What follows belongs to an exercise in optimizing a design on an open flow for small area, a short achievable clock period and few clock cycles per item; a production flow would make more cautious choices.
RTL that was checked went through simulation tests only; none was proved equivalent to the original.

Design mod_vector_seq, start of the top module:
module mod_vector_seq #(
  parameter int N  = 8,
  parameter int W  = 16,
  parameter int WW = 32,
  parameter int K  = 4
) (
  input  logic            clk,
  input  logic            rst,
  input  logic            in_valid,
  output logic            in_ready,
  input  logic [N*WW-1:0] in_vec,
  input  logic [W-1:0]    q_in,
  input  logic            signed_mode,
  output logic            out_valid,
  input  logic            out_ready,
  output logic [N*W-1:0]  out_vec,
  output logic            err
);
Size in the first run: about 190 flip-flops, ~0.045 mm² of cells after synthesis.
Settings: LEC_CHECK=0, ABC_AREA=1, CAP_MARGIN=30, CORE_MARGIN=2, CORE_UTILIZATION=40, SLEW_MARGIN=30; clock period 22.0 ns.
standard.sh (not shown) runs the stock make flow with config.mk's settings and CLKGATE_MAP_FILE= SYNTH_SCRIPT=/design/flow/synth_recipe.tcl, a recipe that flattens the netlist after the stock synthesis.
==> flow/flow/run.sh <==
#!/bin/bash
# Standard synthesis and layout, with these changes to how the layout is made:
# - port buffers use the plain buf_1 cell (every input and output port is
#   still buffered);
set -euo pipefail
export BUFFER_PORTS_ARGS="-buffer_cell sky130_fd_sc_hd__buf_1"
bash standard.sh SETUP_SLACK_MARGIN=13 MATCH_CELL_FOOTPRINT=0 \
  "BUFFER_PORTS_ARGS=-buffer_cell sky130_fd_sc_hd__buf_1" finish > standard_flow.log 2>&1
Testbench counts at the start, summed over its fixed seeds: cycles 10,248, items 2,048.
Then changed:
==> flow/run.sh (new file) <==
#!/bin/bash
# synth_recipe.tcl (not shown) runs the flow's synth.tcl, then flattens the netlist and writes it again
# the make line also repeats each setting of config.mk as NAME=value (left out here)
make -C /OpenROAD-flow-scripts/flow DESIGN_CONFIG=/design/flow/config.mk WORK_HOME=/design/flow/orfs CLKGATE_MAP_FILE= SYNTH_SCRIPT=/design/flow/synth_recipe.tcl finish
- CAP_MARGIN: 30 -> 20
- SLEW_MARGIN: 30 -> 20
removed: flow/flow/run.sh
removed: flow/standard.sh
Result: The new run passed the timing, DRC and antenna checks; via count shrinks by 3.2%; design area hardly moves; area after synthesis is unchanged; global-route usage falls by 0.38 points.

---

Setup of job 101:
mod_vector_seq, a different RTL version from the one above (not shown whole).
Size in the first run: ~190 flip-flops, ~410 I/O pins, roughly 43000 µm² of cells after synthesis.
Settings: LEC_CHECK=0, ABC_AREA=1, CAP_MARGIN=20, CORE_MARGIN=2, CORE_UTILIZATION=40, SLEW_MARGIN=20; clock period 22.0 ns.
==> flow/flow/run.sh <==
#!/bin/bash
# Standard synthesis and layout, with these changes to how the layout is made:
# - port buffers use the plain buf_1 cell (every input and output port is
#   still buffered);
set -euo pipefail
export BUFFER_PORTS_ARGS="-buffer_cell sky130_fd_sc_hd__buf_1"
bash standard.sh SETUP_SLACK_MARGIN=13 MATCH_CELL_FOOTPRINT=0 \
  "BUFFER_PORTS_ARGS=-buffer_cell sky130_fd_sc_hd__buf_1" finish > standard_flow.log 2>&1
Job 101 completed every stage of the flow, and the final layout passed the timing, DRC and antenna checks.
Testbench counts of job 101, summed over its fixed seeds: cycles 10,248, items 2,048.
[inputs] job 102 vs job 101
# job 101
export LEC_CHECK = 0
export ABC_AREA = 1
export CAP_MARGIN = 20
export CORE_MARGIN = 2
export CORE_UTILIZATION = 40
export SLEW_MARGIN = 20
create_clock -name core_clock -period 22.0 [get_ports {clk}]
# job 102
export LEC_CHECK = 0
export ABC_AREA = 1
export CAP_MARGIN = 30
export CORE_MARGIN = 2
export CORE_UTILIZATION = 40
export SLEW_MARGIN = 30
create_clock -name core_clock -period 22.0 [get_ports {clk}]
diff --git a/flow/flow/run.sh b/flow/flow/run.sh
--- a/flow/flow/run.sh
+++ b/flow/flow/run.sh
@@ -6,3 +6,3 @@
 export BUFFER_PORTS_ARGS="-buffer_cell sky130_fd_sc_hd__buf_1"
-bash standard.sh SETUP_SLACK_MARGIN=13 MATCH_CELL_FOOTPRINT=0 \
+bash standard.sh SETUP_SLACK_MARGIN=13.5 MATCH_CELL_FOOTPRINT=0 \
   "BUFFER_PORTS_ARGS=-buffer_cell sky130_fd_sc_hd__buf_1" finish > standard_flow.log 2>&1
## What came out
Job 102 ended with more wire length of the first global-routing pass than job 101.
Comparing job 102 and job 101, highest attainable clock frequency is higher on job 102.
Taking job 101 as the reference, in job 102 number of buffer and inverter instances along the worst setup path +3; final critical delay including setup and external delays shrank by 270 ps; sequential share of layout area decreased by 0.52 points relative to the old numbers; multi-input gate share of total cell area saw a decrease.
Post-detailed-route wirelength per cell ended up about 0.5% higher on job 102 than on job 101.
Lower weighted congestion reported at the end of routability-driven placement goes to job 101 over job 102.
The inputs of job 103 differ from those of job 102 as listed below.
# job 102
export LEC_CHECK = 0
export ABC_AREA = 1
export CAP_MARGIN = 30
export CORE_MARGIN = 2
export CORE_UTILIZATION = 40
export SLEW_MARGIN = 30
create_clock -name core_clock -period 22.0 [get_ports {clk}]
# job 103
export LEC_CHECK = 0
export ABC_AREA = 1
export CAP_MARGIN = 20
export CORE_MARGIN = 2
export CORE_UTILIZATION = 70
export PLACE_DENSITY = 0.85
export SLEW_MARGIN = 20
create_clock -name core_clock -period 22.0 [get_ports {clk}]
==> flow/run.sh (new file) <==
#!/bin/bash
# synth_recipe.tcl (not shown) runs the flow's synth.tcl, then flattens the netlist and writes it again
# the make line also repeats each setting of config.mk as NAME=value (left out here)
make -C /OpenROAD-flow-scripts/flow DESIGN_CONFIG=/design/flow/config.mk WORK_HOME=/design/flow/orfs CLKGATE_MAP_FILE= SYNTH_SCRIPT=/design/flow/synth_recipe.tcl finish
removed: flow/flow/run.sh
removed: flow/standard.sh
Results
- Job 103 vs job 102: clock latency of the later-clocked register in the worst-skew pair down in job 103
- From job 102 to job 103 the numbers moved as follows: final design area excluding fillers now smaller, total routing usage reported by global routing now larger, routed length on met3 now larger, final worst setup slack now smaller.
- Delta (job 103 minus job 102): ratio of cells with drive above 1 in the final layout moved down; signed area change from the synthesized netlist to the final layout moved down; data required time at the worst endpoint moved down; count of fill cells added during filler insertion moved down; non-clock inverter instance count of the final layout moved down.
- Relative to job 102, first-iteration detailed-routing DRC count increased by 37% in job 103.
## Diff of input files: job 104 against job 103
# job 103
export LEC_CHECK = 0
export ABC_AREA = 1
export CAP_MARGIN = 20
export CORE_MARGIN = 2
export CORE_UTILIZATION = 70
export PLACE_DENSITY = 0.85
export SLEW_MARGIN = 20
create_clock -name core_clock -period 22.0 [get_ports {clk}]
# job 104
export LEC_CHECK = 0
export ABC_AREA = 1
export CAP_MARGIN = 30
export CORE_MARGIN = 2
export CORE_UTILIZATION = 40
export SLEW_MARGIN = 30
export TNS_END_PERCENT = 5
create_clock -name core_clock -period 22.0 [get_ports {clk}]
==> flow/flow/run.sh (new file) <==
#!/bin/bash
# Standard synthesis and layout, with these changes to how the layout is made:
# - port buffers use the plain buf_1 cell (every input and output port is
#   still buffered);
set -euo pipefail
export BUFFER_PORTS_ARGS="-buffer_cell sky130_fd_sc_hd__buf_1"
bash standard.sh SETUP_SLACK_MARGIN=13 MATCH_CELL_FOOTPRINT=0 \
  "BUFFER_PORTS_ARGS=-buffer_cell sky130_fd_sc_hd__buf_1" finish > standard_flow.log 2>&1
==> flow/standard.sh (new file) <==
#!/bin/bash
# synth_recipe.tcl (not shown) runs the flow's synth.tcl, then flattens the netlist and writes it again
# the make line also repeats each setting of config.mk as NAME=value (left out here)
make -C /OpenROAD-flow-scripts/flow DESIGN_CONFIG=/design/flow/config.mk WORK_HOME=/design/flow/orfs CLKGATE_MAP_FILE= SYNTH_SCRIPT=/design/flow/synth_recipe.tcl "${@:-finish}"
removed: flow/run.sh
[summary]
- Job 104: critical path depth higher than job 103
- Compared to job 103, the routing of job 104 uses more wire.
- Diff job 103 -> job 104: area of the multi-input gates shows an increase of 1.9%, via count of the first global-routing pass shows a reduction of 1866, clock skew after layout shows no meaningful change, post-layout utilization of the core shows a reduction of 34 points, fraction of area in multi-input gates shows an increase of 1.1 points.
- Per the comparison of job 104 with job 103, die area climbed 46000 µm²; row count up 29.

---

Setup of build 18:
mod_vector_seq, a different RTL version from the one above (not shown whole).
Size in the first run: ~6900 cells after synthesis, ~190 flip-flops, roughly 410 I/O pins.
==> flow/config.mk <==
export PLATFORM = sky130hd
export DESIGN_NAME = mod_vector_seq
export DESIGN_NICKNAME = mod_vector_seq
export VERILOG_FILES = /design/flow/design.v
export SDC_FILE = /design/flow/constraint.sdc
export NUM_CORES = 4
export LEC_CHECK = 0
export ABC_AREA = 1
export CAP_MARGIN = 30
export CORE_MARGIN = 2
export CORE_UTILIZATION = 40
export SLEW_MARGIN = 30
==> flow/constraint.sdc <==
create_clock -name core_clock -period 22.0 [get_ports {clk}]
set_input_delay 4.4000 -clock core_clock [delete_from_list [all_inputs] [get_ports {clk}]]
set_output_delay 4.4000 -clock core_clock [all_outputs]
set_load 0.01 [all_outputs]
==> flow/flow/run.sh <==
#!/bin/bash
# Standard synthesis and layout, with these changes to how the layout is made:
# - port buffers use the plain buf_1 cell (every input and output port is
#   still buffered);
set -euo pipefail
export BUFFER_PORTS_ARGS="-buffer_cell sky130_fd_sc_hd__buf_1"
bash standard.sh SETUP_SLACK_MARGIN=13 MATCH_CELL_FOOTPRINT=0 \
  "BUFFER_PORTS_ARGS=-buffer_cell sky130_fd_sc_hd__buf_1" finish > standard_flow.log 2>&1
Every stage of the flow completed for build 18, and the final layout passed the timing, DRC and antenna checks.
The inputs of build 65 differ from those of build 18 as listed below.
diff --git a/flow/flow/run.sh b/flow/flow/run.sh
--- a/flow/flow/run.sh
+++ b/flow/flow/run.sh
@@ -7 +7 @@
-bash standard.sh SETUP_SLACK_MARGIN=13 MATCH_CELL_FOOTPRINT=0 \
+bash standard.sh SETUP_SLACK_MARGIN=13.5 MATCH_CELL_FOOTPRINT=0 \
[summary]
Routed wire length per instance went up by a few percent going from build 18 to build 65.
The cell count of the worst reg-to-reg path reported for build 65 is greater than that of build 18 by 2.0%.
Build 65 vs build 18 — total non-filler cell area in the finished layout climbed by a few percent
| number of buffer and inverter stages on the critical path | lower: build 65 |
Per the final summary, build 65 finished and its layout is clean on timing, DRC and antenna.
Build 18 → build 65: via count now larger; portion of the layout cell area used by non-clock buffers now larger.
Input-level comparison between build 86 and build 65:
diff --git a/flow/flow/run.sh b/flow/flow/run.sh
--- a/flow/flow/run.sh
+++ b/flow/flow/run.sh
@@ -7 +7 @@
-bash standard.sh SETUP_SLACK_MARGIN=13.5 MATCH_CELL_FOOTPRINT=0 \
+bash standard.sh SETUP_SLACK_MARGIN=14 MATCH_CELL_FOOTPRINT=0 \
Notes after the runs:
In summary, build 86 completed successfully, with a layout that passed the timing, DRC and antenna checks.
Vias: build 86 more than build 65
The core utilization number comes out higher for build 86 vs build 65.
Compared with build 65, build 86 shows a sequential share of layout area that is 0.90 points lower.
Max routability congestion estimate across build 86 and build 65: build 86
Comparing build 65 with build 86, the source-to-sink clock delay at the later pin of the worst-skew pair came out essentially unchanged.
No functional check of the RTL was part of any run of this note.

---

mod_vector_seq with an RTL version that a note above also has.
Size: roughly 6,900 cells after synthesis, roughly 190 flip-flops, about 410 I/O pins, ~43,000 sq um of cells after synthesis.
Settings: LEC_CHECK=0, ABC_AREA=1, CAP_MARGIN=30, CORE_MARGIN=2, CORE_UTILIZATION=40, SLEW_MARGIN=30; clock period 22.0 ns.
==> flow/flow/run.sh <==
#!/bin/bash
# Standard synthesis and layout, with these changes to how the layout is made:
# - port buffers use the plain buf_1 cell (every input and output port is
#   still buffered);
set -euo pipefail
export BUFFER_PORTS_ARGS="-buffer_cell sky130_fd_sc_hd__buf_1"
bash standard.sh SETUP_SLACK_MARGIN=12.5 MATCH_CELL_FOOTPRINT=0 \
  "BUFFER_PORTS_ARGS=-buffer_cell sky130_fd_sc_hd__buf_1" finish > standard_flow.log 2>&1
The first run produced a clean layout.
Testbench counts at the start, summed over its fixed seeds: cycles 10,248, items 2,048.
Rerun with:
--- a/flow/flow/run.sh
+++ b/flow/flow/run.sh
@@ -6,3 +6,3 @@
 export BUFFER_PORTS_ARGS="-buffer_cell sky130_fd_sc_hd__buf_1"
-bash standard.sh SETUP_SLACK_MARGIN=12.5 MATCH_CELL_FOOTPRINT=0 \
+bash standard.sh SETUP_SLACK_MARGIN=13 MATCH_CELL_FOOTPRINT=0 \
   "BUFFER_PORTS_ARGS=-buffer_cell sky130_fd_sc_hd__buf_1" finish > standard_flow.log 2>&1
CORE_UTILIZATION = 60   (was 40)
What happened:
- The changed run finished clean
- wire length went down by about 6%
- flip-flop and latch count is unchanged
- critical path depth went down by 3
- core utilization went up by 23 points
- via count went up by 3.9%
- first-iteration DRC count went up by 31%

---

mod_vector_seq, a different RTL version from the one above (not shown whole).
Size: roughly 8200 cells after synthesis, roughly 330 flip-flops, roughly 410 I/O pins, ~52000 um^2 of cells after synthesis.
Settings: LEC_CHECK=0, ABC_AREA=1, CAP_MARGIN=30, CORE_MARGIN=2, CORE_UTILIZATION=40, SLEW_MARGIN=30; clock period 22.0 ns.
==> flow/flow/run.sh <==
#!/bin/bash
set -euo pipefail
bash standard.sh SETUP_SLACK_MARGIN=13.5 MATCH_CELL_FOOTPRINT=0 finish > standard_flow.log 2>&1
Testbench counts at the start, summed over its fixed seeds: cycles 8,208, items 2,048.
==> next run, changes <==
==> flow/run.sh (new file) <==
#!/bin/bash
# synth_recipe.tcl (not shown) runs the flow's synth.tcl, then flattens the netlist and writes it again
# the make line also repeats each setting of config.mk as NAME=value (left out here)
make -C /OpenROAD-flow-scripts/flow DESIGN_CONFIG=/design/flow/config.mk WORK_HOME=/design/flow/orfs CLKGATE_MAP_FILE= SYNTH_SCRIPT=/design/flow/synth_recipe.tcl finish
--- a/flow/config.mk
+++ b/flow/config.mk
@@ -7,6 +7,6 @@
 export LEC_CHECK = 0
 export ABC_AREA = 1
-export CAP_MARGIN = 30
+export CAP_MARGIN = 20
 export CORE_MARGIN = 2
 export CORE_UTILIZATION = 40
-export SLEW_MARGIN = 30
+export SLEW_MARGIN = 20
removed: flow/flow/run.sh
removed: flow/standard.sh
Effect: The new run passed the timing, DRC and antenna checks; count of clock-buffer cells in the layout grows by 5; synthesized cell count is unchanged; via count shrinks by 4.4%; clock skew grows by 0.025 ns.
==> next run, changes <==
==> flow/flow/run.sh (new file) <==
#!/bin/bash
set -euo pipefail
bash standard.sh SETUP_SLACK_MARGIN=13.5 finish > standard_flow.log 2>&1
==> flow/standard.sh (new file) <==
#!/bin/bash
# synth_recipe.tcl (not shown) runs the flow's synth.tcl, then flattens the netlist and writes it again
# the make line also repeats each setting of config.mk as NAME=value (left out here)
make -C /OpenROAD-flow-scripts/flow DESIGN_CONFIG=/design/flow/config.mk WORK_HOME=/design/flow/orfs CLKGATE_MAP_FILE= SYNTH_SCRIPT=/design/flow/synth_recipe.tcl "${@:-finish}"
--- a/flow/config.mk
+++ b/flow/config.mk
@@ -7,6 +7,6 @@
 export LEC_CHECK = 0
 export ABC_AREA = 1
-export CAP_MARGIN = 20
+export CAP_MARGIN = 30
 export CORE_MARGIN = 2
 export CORE_UTILIZATION = 40
-export SLEW_MARGIN = 20
+export SLEW_MARGIN = 30
removed: flow/run.sh
Setup slack improves by 4.0 ns. Non-clock buffer count is higher by 259. Final area went up by 10%. Core utilization goes up by 4.8 points. Via count rises by 5.1%. Synthesized cell count is unchanged.
==> next run, changes <==
==> flow/flow/run.sh (replaced) <==
#!/bin/bash
# Standard synthesis and layout, with these changes to how the layout is made:
# - port buffers use the plain buf_1 cell (every input and output port is
#   still buffered);
set -euo pipefail
export BUFFER_PORTS_ARGS="-buffer_cell sky130_fd_sc_hd__buf_1"
bash standard.sh SETUP_SLACK_MARGIN=14 MATCH_CELL_FOOTPRINT=0 \
  "BUFFER_PORTS_ARGS=-buffer_cell sky130_fd_sc_hd__buf_1" finish > standard_flow.log 2>&1
Global-route usage came out higher by 0.75 points.
Core utilization grows by 2.9 points.
Cell area rose by 5.7%.
Synthesized cell count is unchanged.
Synthesized area is unchanged.
Count of clock-buffer cells in the layout grows by 4.
Non-clock buffer count goes up by 213.

## port drivers added, routing unchanged
Ports are ideal in the flow. The routed layouts listed here were re-timed in OpenROAD.
Step 1: set_driving_cell puts a clkbuf_16 on clk and a buf_2 on each other input, an assumption about the parent block.
Step 2 times the ports against the registers' clock, not the clock port: input delays grow and output delays shrink by t, the midpoint of the rising clock arrivals with the driver on.
a / b / c = no drivers / after step 1 / after step 2; a / b = the first two.
run | t (ns) | setup WS [ns] | clock arrival spread, ns
the first run of note 1 | 0.594 | 13.096 / 13.143 / 12.549 | 0.026 / 0.026
the second run of note 1 | 0.603 | 11.449 / 11.449 / 10.961 | 0.031 / 0.031
job 101 | 0.605 | 13.440 / 13.440 / 12.965 | 0.021 / 0.021
job 102 | 0.607 | 13.715 / 13.715 / 13.211 | 0.021 / 0.021
job 103 | 0.547 | 11.268 / 11.268 / 11.268 | 0.018 / 0.018
job 104 | 0.599 | 13.395 / 13.395 / 12.954 | 0.024 / 0.025
build 18 | 0.600 | 13.352 / 13.352 / 13.352 | 0.018 / 0.018
build 65 | 0.603 | 13.759 / 13.759 / 13.641 | 0.022 / 0.021
build 86 | 0.609 | 14.132 / 14.132 / 13.883 | 0.028 / 0.027
the first run of note 4 | 0.597 | 13.067 / 13.067 / 12.901 | 0.024 / 0.024
the second run of note 4 | 0.597 | 13.379 / 13.379 / 12.928 | 0.028 / 0.028
the first run of note 5 | 0.731 | 13.596 / 13.648 / 12.917 | 0.034 / 0.034
the second run of note 5 | 0.728 | 9.546 / 9.546 / 9.546 | 0.060 / 0.059
the third run of note 5 | 0.734 | 13.535 / 13.589 / 12.854 | 0.037 / 0.037
the fourth run of note 5 | 0.724 | 13.996 / 13.996 / 13.335 | 0.048 / 0.049
After both steps setup and hold are still met in every run listed. For the third run of note 5, which loses most, drivers alone change the setup slack by +0.054 ns; drivers and shift together by -0.681 ns.
